From an optimization exercise on the open Yosys and OpenROAD flow, aimed at small area, a short achievable clock period and few clock cycles; shortcuts taken in it are not production practice. No run shown here included a check of the RTL's function; only the layout flow was run. Power figures rest on the tool's default switching activity, not on a simulated workload.

==> flow/design.v (outline; a module is shown in full before it is edited, if it fits) <==
// module mac_fa: 4 lines
// module mac_ha: 4 lines
// module approx_mac_top: 1775 lines
module approx_mac_top (
    input  wire                         clk,
    input  wire                         arst_n,
    input  wire [33:0]                  cmd,     
    input  wire                         cmd_valid,
    output logic                        cmd_ready,
    output logic [151:0]                result,  
    output logic                        result_valid,
    input  wire                         result_ready
);
  // ...
==> flow/run.sh <==
#!/bin/bash
# synth_recipe.tcl (not shown) runs the flow's synth.tcl, then flattens the netlist and writes it again
# the make line also repeats each setting of config.mk as NAME=value (left out here)
make -C /OpenROAD-flow-scripts/flow DESIGN_CONFIG=/design/flow/config.mk WORK_HOME=/design/flow/orfs CLKGATE_MAP_FILE= SYNTH_SCRIPT=/design/flow/synth_recipe.tcl finish
==> flow/config.mk <==
export PLATFORM = sky130hd
export DESIGN_NAME = approx_mac_top
export DESIGN_NICKNAME = approx_mac_top
export VERILOG_FILES = /design/flow/design.v
export SDC_FILE = /design/flow/constraint.sdc
export NUM_CORES = 4
export LEC_CHECK = 0
export CAP_MARGIN = 20
export CORE_MARGIN = 2
export CORE_UTILIZATION = 40
export SETUP_SLACK_MARGIN = 5
export SLEW_MARGIN = 20
export SYNTH_HIERARCHICAL = 1
==> flow/constraint.sdc <==
create_clock -name core_clock -period 9.0 [get_ports {clk}]
set_input_delay 1.8000 -clock core_clock [delete_from_list [all_inputs] [get_ports {clk}]]
set_output_delay 1.8000 -clock core_clock [all_outputs]
set_load 0.01 [all_outputs]
==> results.json, run 1 <==
{
  "setup_viol": 0,
  "cp_max_fo": 6,
  "synth_compound_area_share_pct": 9.78,
  "largest_register_ffs": 62,
  "register_area_sq_mm": 0.00653,
  "synth_edf_count": 34,
  "swShare_pct": 46.6,
  "yosysMostFrequentCell": "fa_1",
  "via_per_inst": 5.33,
  "multi_input_area_sq_mm": 0.0158,
  "hpwl_mm": 43.8,
  "cts_buffers": 36,
  "end_kind": "flip-flop",
  "ys_types": 71,
  "start_util_pct": 40.4,
  "status": "finished clean",
  "drt_iter0_drc": 1063,
  "fin_crit_ns": 4.04,
  "p_seq_share_pct": 16.6,
  "met3_usage_pct": 3.07,
  "min_to": "max_q[10]",
  "track_usage_pct": 21.7,
  "ys_seq_area_share_pct": 29.3,
  "multi_input_area_share_pct": 57.3,
  "layout_common_cells": "fa_1 (266), nand2_1 (234), clkdlybuf4s50_1 (178)",
  "synth_flop_cell": "dfrtp_1",
  "max_stage_delay_ns": 0.41,
  "r2r_start": "er_q[0]"
}
==> run 2: changes to the inputs <==
--- a/flow/design.v
+++ b/flow/design.v
@@ -1036,20 +1036,20 @@
     logic at_w72;
     logic at_w73;
     logic at_w74;
     logic at_w75;
     logic at_w76;
     logic at_w77;
     logic at_w78;
     logic [61:0] pr_q;
-    logic [18:0] er_q;
-    logic [10:0] elo;
-    logic [10:0] elo_q;
-    logic [11:0] ehi;
+    logic [6:0] er_q;
+    logic [16:0] elo;
+    logic [16:0] elo_q;
+    logic [5:0] ehi;
     assign pt_w3 = (x[6] & y[8]);
     assign pt_w4 = (x[7] & y[7]);
     assign pt_w5 = (x[8] & y[6]);
     mac_fa pt_fa5 (.a(pt_w3), .b(pt_w4), .c(pt_w5), .s(pt_w1), .co(pt_w2));
     assign pt_w8 = (x[9] & y[5]);
     assign pt_w9 = (x[10] & y[4]);
     assign pt_w10 = (x[11] & y[3]);
     mac_fa pt_fa10 (.a(pt_w8), .b(pt_w9), .c(pt_w10), .s(pt_w6), .co(pt_w7));
@@ -1637,17 +1637,17 @@
     mac_fa et_fa167 (.a(et_w119), .b(et_w120), .c(et_w167), .s(et_w165), .co(et_w166));
     mac_fa et_fa169 (.a(et_w121), .b(et_w122), .c(et_w84), .s(et_w168), .co(et_w169));
     assign et_w172 = ~((x[2] & y[14]) ^ (x[3] & y[13]));
     mac_fa et_fa172 (.a(et_w123), .b(et_w124), .c(et_w172), .s(et_w170), .co(et_w171));
     assign et_w175 = ~((x[4] & y[13]) ^ (x[5] & y[12]));
     mac_fa et_fa175 (.a(et_w125), .b(et_w126), .c(et_w175), .s(et_w173), .co(et_w174));
     assign et_w176 = ~(et_w127 ^ ((x[4] & y[13]) ^ (x[5] & y[12])));
     assign et_w177 = et_w127 | ((x[4] & y[13]) ^ (x[5] & y[12]));
-    assign elo = {1'b0, et_w150, et_w147, et_w145, et_w142, et_w139, et_w136, et_w132, et_w130, et_w129, 1'b1} + {1'b0, et_w152, et_w149, et_w146, et_w144, et_w141, et_w138, et_w135, et_w131, ~(x[1] & y[0]), ~(x[0] & y[0])};
+    assign elo = {1'b0, et_w166, et_w163, et_w161, et_w159, et_w156, et_w153, et_w150, et_w147, et_w145, et_w142, et_w139, et_w136, et_w132, et_w130, et_w129, 1'b1} + {1'b0, et_w168, et_w165, et_w162, et_w160, et_w158, et_w155, et_w152, et_w149, et_w146, et_w144, et_w141, et_w138, et_w135, et_w131, ~(x[1] & y[0]), ~(x[0] & y[0])};
     always_ff @(posedge clk) begin
         elo_q <= elo;
         pr_q[0] <= ((x[0] & y[0]) & ex);
         pr_q[1] <= ((x[0] & y[1]) & ex);
         pr_q[2] <= ((x[1] & y[0]) & ex);
         pr_q[3] <= pt_w620;
         pr_q[4] <= ((x[2] & y[0]) & ex);
         pr_q[5] <= pt_w621;
@@ -1702,35 +1702,23 @@
         pr_q[54] <= pt_w676;
         pr_q[55] <= pt_w677;
         pr_q[56] <= pt_w678;
         pr_q[57] <= pt_w679;
         pr_q[58] <= pt_w681;
         pr_q[59] <= pt_w682;
         pr_q[60] <= pt_w684;
         pr_q[61] <= pt_w685;
-        er_q[0] <= et_w153;
-        er_q[1] <= et_w155;
-        er_q[2] <= et_w156;
-        er_q[3] <= et_w158;
-        er_q[4] <= et_w159;
-        er_q[5] <= et_w160;
-        er_q[6] <= et_w161;
-        er_q[7] <= et_w162;
-        er_q[8] <= et_w163;
-        er_q[9] <= et_w165;
-        er_q[10] <= et_w166;
-        er_q[11] <= et_w168;
-        er_q[12] <= et_w169;
-        er_q[13] <= et_w170;
-        er_q[14] <= et_w171;
-        er_q[15] <= et_w173;
-        er_q[16] <= et_w174;
-        er_q[17] <= et_w176;
-        er_q[18] <= et_w177;
+        er_q[0] <= et_w169;
+        er_q[1] <= et_w170;
+        er_q[2] <= et_w171;
+        er_q[3] <= et_w173;
+        er_q[4] <= et_w174;
+        er_q[5] <= et_w176;
+        er_q[6] <= et_w177;
     end
     mac_ha at_ha2 (.a(acc[1]), .b(pr_q[1]), .s(at_w1), .co(at_w2));
     mac_fa at_fa4 (.a(acc[2]), .b(pr_q[3]), .c(pr_q[4]), .s(at_w3), .co(at_w4));
     mac_fa at_fa6 (.a(acc[3]), .b(pr_q[5]), .c(pr_q[6]), .s(at_w5), .co(at_w6));
     mac_fa at_fa8 (.a(acc[4]), .b(pr_q[7]), .c(pr_q[8]), .s(at_w7), .co(at_w8));
     mac_fa at_fa10 (.a(acc[5]), .b(pr_q[9]), .c(pr_q[10]), .s(at_w9), .co(at_w10));
     mac_fa at_fa12 (.a(acc[6]), .b(pr_q[11]), .c(pr_q[12]), .s(at_w11), .co(at_w12));
     mac_fa at_fa14 (.a(acc[7]), .b(pr_q[13]), .c(pr_q[14]), .s(at_w13), .co(at_w14));
@@ -1772,18 +1760,18 @@
     assign at_w73 = ~acc[37];
     assign at_w74 = acc[37];
     assign at_w75 = ~acc[38];
     assign at_w76 = acc[38];
     assign at_w77 = ~acc[39];
     assign at_w78 = acc[39];
     assign acc_s = {at_w76, at_w74, at_w72, at_w70, at_w68, at_w66, at_w64, at_w62, at_w60, at_w58, at_w56, at_w54, at_w52, at_w50, at_w48, at_w46, at_w44, at_w42, at_w40, at_w38, at_w36, at_w34, at_w32, at_w30, at_w28, at_w26, at_w24, at_w22, at_w20, at_w18, at_w16, at_w14, at_w12, at_w10, at_w8, at_w6, at_w4, at_w2, at_w1, acc[0]};
     assign acc_c = {at_w77, at_w75, at_w73, at_w71, at_w69, at_w67, at_w65, at_w63, at_w61, at_w59, at_w57, at_w55, at_w53, at_w51, at_w49, at_w47, at_w45, at_w43, at_w41, at_w39, at_w37, at_w35, at_w33, at_w31, at_w29, at_w27, at_w25, at_w23, at_w21, at_w19, at_w17, at_w15, at_w13, at_w11, at_w9, at_w7, at_w5, at_w3, pr_q[2], pr_q[0]};
-    assign ehi = {1'b1, er_q[18], er_q[16], er_q[14], er_q[12], er_q[10], er_q[8], er_q[6], er_q[4], er_q[2], er_q[0], 1'b1} + {1'b0, 1'b0, er_q[17], er_q[15], er_q[13], er_q[11], er_q[9], er_q[7], er_q[5], er_q[3], er_q[1], elo_q[10]};
-    assign d = {ehi[11:1], elo_q[9:0]};
+    assign ehi = {1'b1, er_q[6], er_q[4], er_q[2], er_q[0], 1'b1} + {1'b0, 1'b0, er_q[5], er_q[3], er_q[1], elo_q[16]};
+    assign d = {ehi[5:1], elo_q[15:0]};
     logic [48-1:0]  err_sum;
     logic [19:0]            max_q;
     logic [32-1:0] approx_cnt;
     logic                   neg;
     logic [19:0]            d_inv;    
     logic [19:0]            abs_err;  
     logic [48:0]            sum_nxt;
     logic [21:0]            cmp;      
==> flow/flow/run.sh (new file) <==
#!/bin/bash
# The standard layout (the standard.sh, all ORFS steps unchanged), except that the
# port buffers buffer_ports inserts are sky130_fd_sc_hd__buf_1 cells instead of the
# delay buffers it picks by default. Every input and output port still gets a buffer.
set -euo pipefail
export BUFFER_PORTS_ARGS="-buffer_cell sky130_fd_sc_hd__buf_1"
bash standard.sh > standard_flow.log 2>&1
==> flow/standard.sh (new file) <==
#!/bin/bash
# synth_recipe.tcl (not shown) runs the flow's synth.tcl, then flattens the netlist and writes it again
# the make line also repeats each setting of config.mk as NAME=value (left out here)
make -C /OpenROAD-flow-scripts/flow DESIGN_CONFIG=/design/flow/config.mk WORK_HOME=/design/flow/orfs CLKGATE_MAP_FILE= SYNTH_SCRIPT=/design/flow/synth_recipe.tcl "${@:-finish}"
==> flow/config.mk (replaced) <==
export PLATFORM = sky130hd
export DESIGN_NAME = approx_mac_top
export DESIGN_NICKNAME = approx_mac_top
export VERILOG_FILES = /design/flow/design.v
export SDC_FILE = /design/flow/constraint.sdc
export NUM_CORES = 4
export LEC_CHECK = 0
export CAP_MARGIN = 20
export CORE_MARGIN = 2
export CORE_UTILIZATION = 60
export CTS_BUF_LIST = sky130_fd_sc_hd__clkbuf_8
export CTS_CLUSTER_DIAMETER = 60
export CTS_CLUSTER_SIZE = 16
export SETUP_SLACK_MARGIN = 5
export SLEW_MARGIN = 20
export SYNTH_HIERARCHICAL = 1
removed: flow/run.sh
==> run 2 against run 1 <==
Against the previous run:
- largest power group unchanged
- die area is 33% lower
- total power is 22% lower
- flip-flop and latch count is 6 lower
- area after synthesis is 0.44% higher
- final cell count is 10% lower
==> results.json, run 2 <==
{
  "status": "finished clean",
  "async_reset_ff_share_pct": 54.9,
  "hold-worst-slack_ns": 0.516,
  "drtAntennaViolNets": 0,
  "start_util_pct": 61.0,
  "detail_route.wirelength_mm": 58.9,
  "cellLeakagePower_nw": 11.2,
  "path_clk_slew_ns": 0.09,
  "yosysTopAreaCell": "fa_1",
  "rows": 70,
  "routabilityCongestion": 0.906,
  "die_area_sq_mm": 0.0388,
  "crit_family": "adder cells",
  "track_usage_pct": 30.3,
  "tightest_slew_ns": 0.925,
  "synth_mux_area_share_pct": 2.23,
  "grt_pass1_wl_mm": 92.2,
  "clock-skew-final_ns": 0.0250,
  "slew_headroom_pct": 38.4,
  "critPathLaunchType": "flip-flop",
  "hpwl_mm": 42.1,
  "dr.pass1.iters": 5,
  "vdd_drop_max_mv": 0.193,
  "worst-path-stages": 13,
  "area_growth_pct": 11.3,
  "syn_inst": 2190,
  "setup_viol": 0,
  "grt_pass1_vias": 17034,
  "synth_area_per_cell_sq_um": 10.2,
  "crit_buf_inv": 2,
  "yosys.area_share.adder_pct": 32.5,
  "synth_commonest_cells": "fa_1 (267), nand2_1 (204), and2_1 (174), nor2_1 (165), ha_1 (152)",
  "synth-xor-area-share_pct": 5.18,
  "utilization_pct": 67.8,
  "cp_cell_sequence": "buf_12 > and2_1 > ha_1 > inv_1 > fa_1 > fa_1 > fa_1 > ha_4 > or2_2 > a21oi_2 > a31o_2 > o21ai_1 > a31o_2",
  "fin_crit_sh_pct": 43.6,
  "antenna_found_initial": 1,
  "max_freq_ghz": 0.255,
  "cp_max_fo": 8,
  "core_area_sq_mm": 0.0366,
  "grt_max_degree": 67,
  "ys_ff_latch": 266,
  "drcViolationCount": 0,
  "synth_compound_area_share_pct": 9.86,
  "synth.top_cell.area_share_pct": 24.0,
  "routedWlPerCell_um": 20.6,
  "final_nets": 2827,
  "powerDensity_mw_per_mm2": 386,
  "arrival_ns": 4.48,
  "grt-ovfl-total": 0,
  "power_mw": 9.60,
  "fin_crit_ns": 3.92,
  "max_cap_viol_count": 0,
  "clock_path_buffers": 3,
  "synth_top_family_by_area": "adder cells",
  "dieWidth_um": 197,
  "placed_cell_area_sq_mm": 0.0233,
  "design_area_sq_mm": 0.0248,
  "largestRegisters": "pr_q: 62 flops, err_sum: 48 flops, acc: 40 flops",
  "netlist_top_cells_area": "fa_1 (24%), dfrtp_1 (16%), ha_1 (8.5%)",
  "pre_cts_ws_ns": 4.32,
  "max_stage_delay_ns": 0.60,
  "rsz0062_at_grt": "true",
  "cts_buffers": 31,
  "postCtsHoldBufs": 0,
  "drt_iter0_drc": 1069,
  "dieHeight_um": 197,
  "h-tree-depth": 1,
  "fin_tns_setup_ns": 0,
  "end_kind": "flip-flop",
  "fin_cells": 2863,
  "regMostFlops": "pr_q",
  "hold_viol": 0,
  "min_path_type": "reg -> reg",
  "cts_tree": "yes",
  "synth_edf_count": 34,
  "syn_area_sq_mm": 0.0223,
  "dp.cells": 2751,
  "ys_seq_area_share_pct": 28.7,
  "yosys.area_share.simple_pct": 17.9,
  "min_path_cells": 2,
  "num_antenna_cells": 0,
  "layout_commonest_cell": "fa_1",
  "cts_root_buf": "clkbuf_8",
  "yosysWarnings": 7,
  "setup_ws_ns": 5.08,
  "largest_register_ffs": 62,
  "io_pins": 192,
  "layout_common_cells": "fa_1 (266), nand2_1 (204), buf_1 (178)",
  "vias": 16922,
  "slowest_stage": "fa_1",
  "clock_latency_ns": 0.67,
  "yosysMostFrequentCell": "fa_1",
  "synth_flop_cell": "dfrtp_1",
  "ys_types": 78,
  "crit_top_cell": "fa_1",
  "required_ns": 9.56,
  "layout-drive-gt1-share_pct": 9.73,
  "port_buffers": 179,
  "cts_sinks": 266,
  "slew_violations": 0,
  "via_per_inst": 5.91,
  "fillers": 2930,
  "r2r_cells": 13,
  "critPathKind": "reg -> reg"
}
==> run 2: final cells by class <==
class / count / area, sq um / area share (%)
multi-input combinational: 1740 / 15500 / 62.3
sequential: 266 / 6400 / 25.8
timing repair buffer: 250 / 1320 / 5.33
tap: 468 / 586 / 2.36
clock buffer: 32 / 440 / 1.77
inverter: 81 / 304 / 1.22
clock inverter: 26 / 299 / 1.20
==> run 2: routing by layer <==
metal / part of all wire [%] / GRT usage (%)
met3: 6.6 / 4.30
met4: 2.6 / 7.69
met5: 0 / 0
met1: 42 / 41.8
met2: 48 / 50.7
==> run 2: kinds of logic (layout without fill, tap and decap cells) <==
group                    after synthesis  in the layout
AND/OR/NAND/NOR                      787            789
adder cells (fa/ha/maj)              419            419
AO/OA/AOI/OAI                        340            342
flip-flops                           266            266
buffers and inverters                199            389
XOR/XNOR                             132            132
multiplexers                          46             46
other                                  1             12
==> run 2: worst reg2reg max path: stages, from the launching register on <==
cell	delay (ns)
edfxtp_1	0.44
buf_12	0.17
and2_1	0.14
ha_1	0.27
inv_1	0.04
fa_1	0.51
fa_1	0.46
fa_1	0.60
ha_4	0.24
or2_2	0.28
a21oi_2	0.14
a31o_2	0.14
o21ai_1	0.11
a31o_2	0.26
==> run 2: final timing paths <==
check,slack [ns],start,to
worst max register to register,5.08,x[0],elo_q[16]
worst min register to register,0.52,acc[31],acc[31]
min in group asynchronous,1.22,arst_n,approx_cnt[17]
worst min-delay path,0.52,acc[31],acc[31]
worst max-delay path,5.08,x[0],elo_q[16]
max in group asynchronous,5.94,arst_n,max_q[0]
==> run 2: timing repair <==
action	in CTS	in global routing
gates resized for setup	18	52
gates cloned	1	6
setup endpoints to repair	75	71
setup buffers	27	20
pin swaps	5	17
==> run 2: where the power goes <==
group	internal [mW]	switching [mW]
registers	1.62	0.393
clock network	0.434	0.548
logic	2.89	3.72
total	4.94	4.66
==> run 2: per-module statistics from Yosys (local to each module, per instance) <==
module | times used | area (sq um)
approx_mac_top | 1 | 16600
mac_ha | 32 | 12.5
mac_fa | 264 | 20.0

[static timing again, ports no longer ideal]
Ports are ideal in the flow. The routed layouts listed here were re-timed in OpenROAD. Step 1 sets driving cells, clkbuf_16 on the clock port and buf_2 on the other inputs (assumed; they add their load-dependent delay and slew). Step 2 moves the port delays by t, midway between the first and last clock arrival at a register: inputs arrive t later, outputs are due t later. That takes back most of the time a late clock gives input paths. a / b / c = no drivers / after step 1 / after step 2; a / b = the first two.
run | shift t [ns] | slack for setup (ns) | latest minus earliest clock arrival (ns)
run 1 | 0.599 | 4.961 / 4.961 / 4.961 | 0.031 / 0.031
run 2 | 0.709 | 5.076 / 5.076 / 5.076 | 0.029 / 0.030
After both steps every run listed still meets setup and hold.
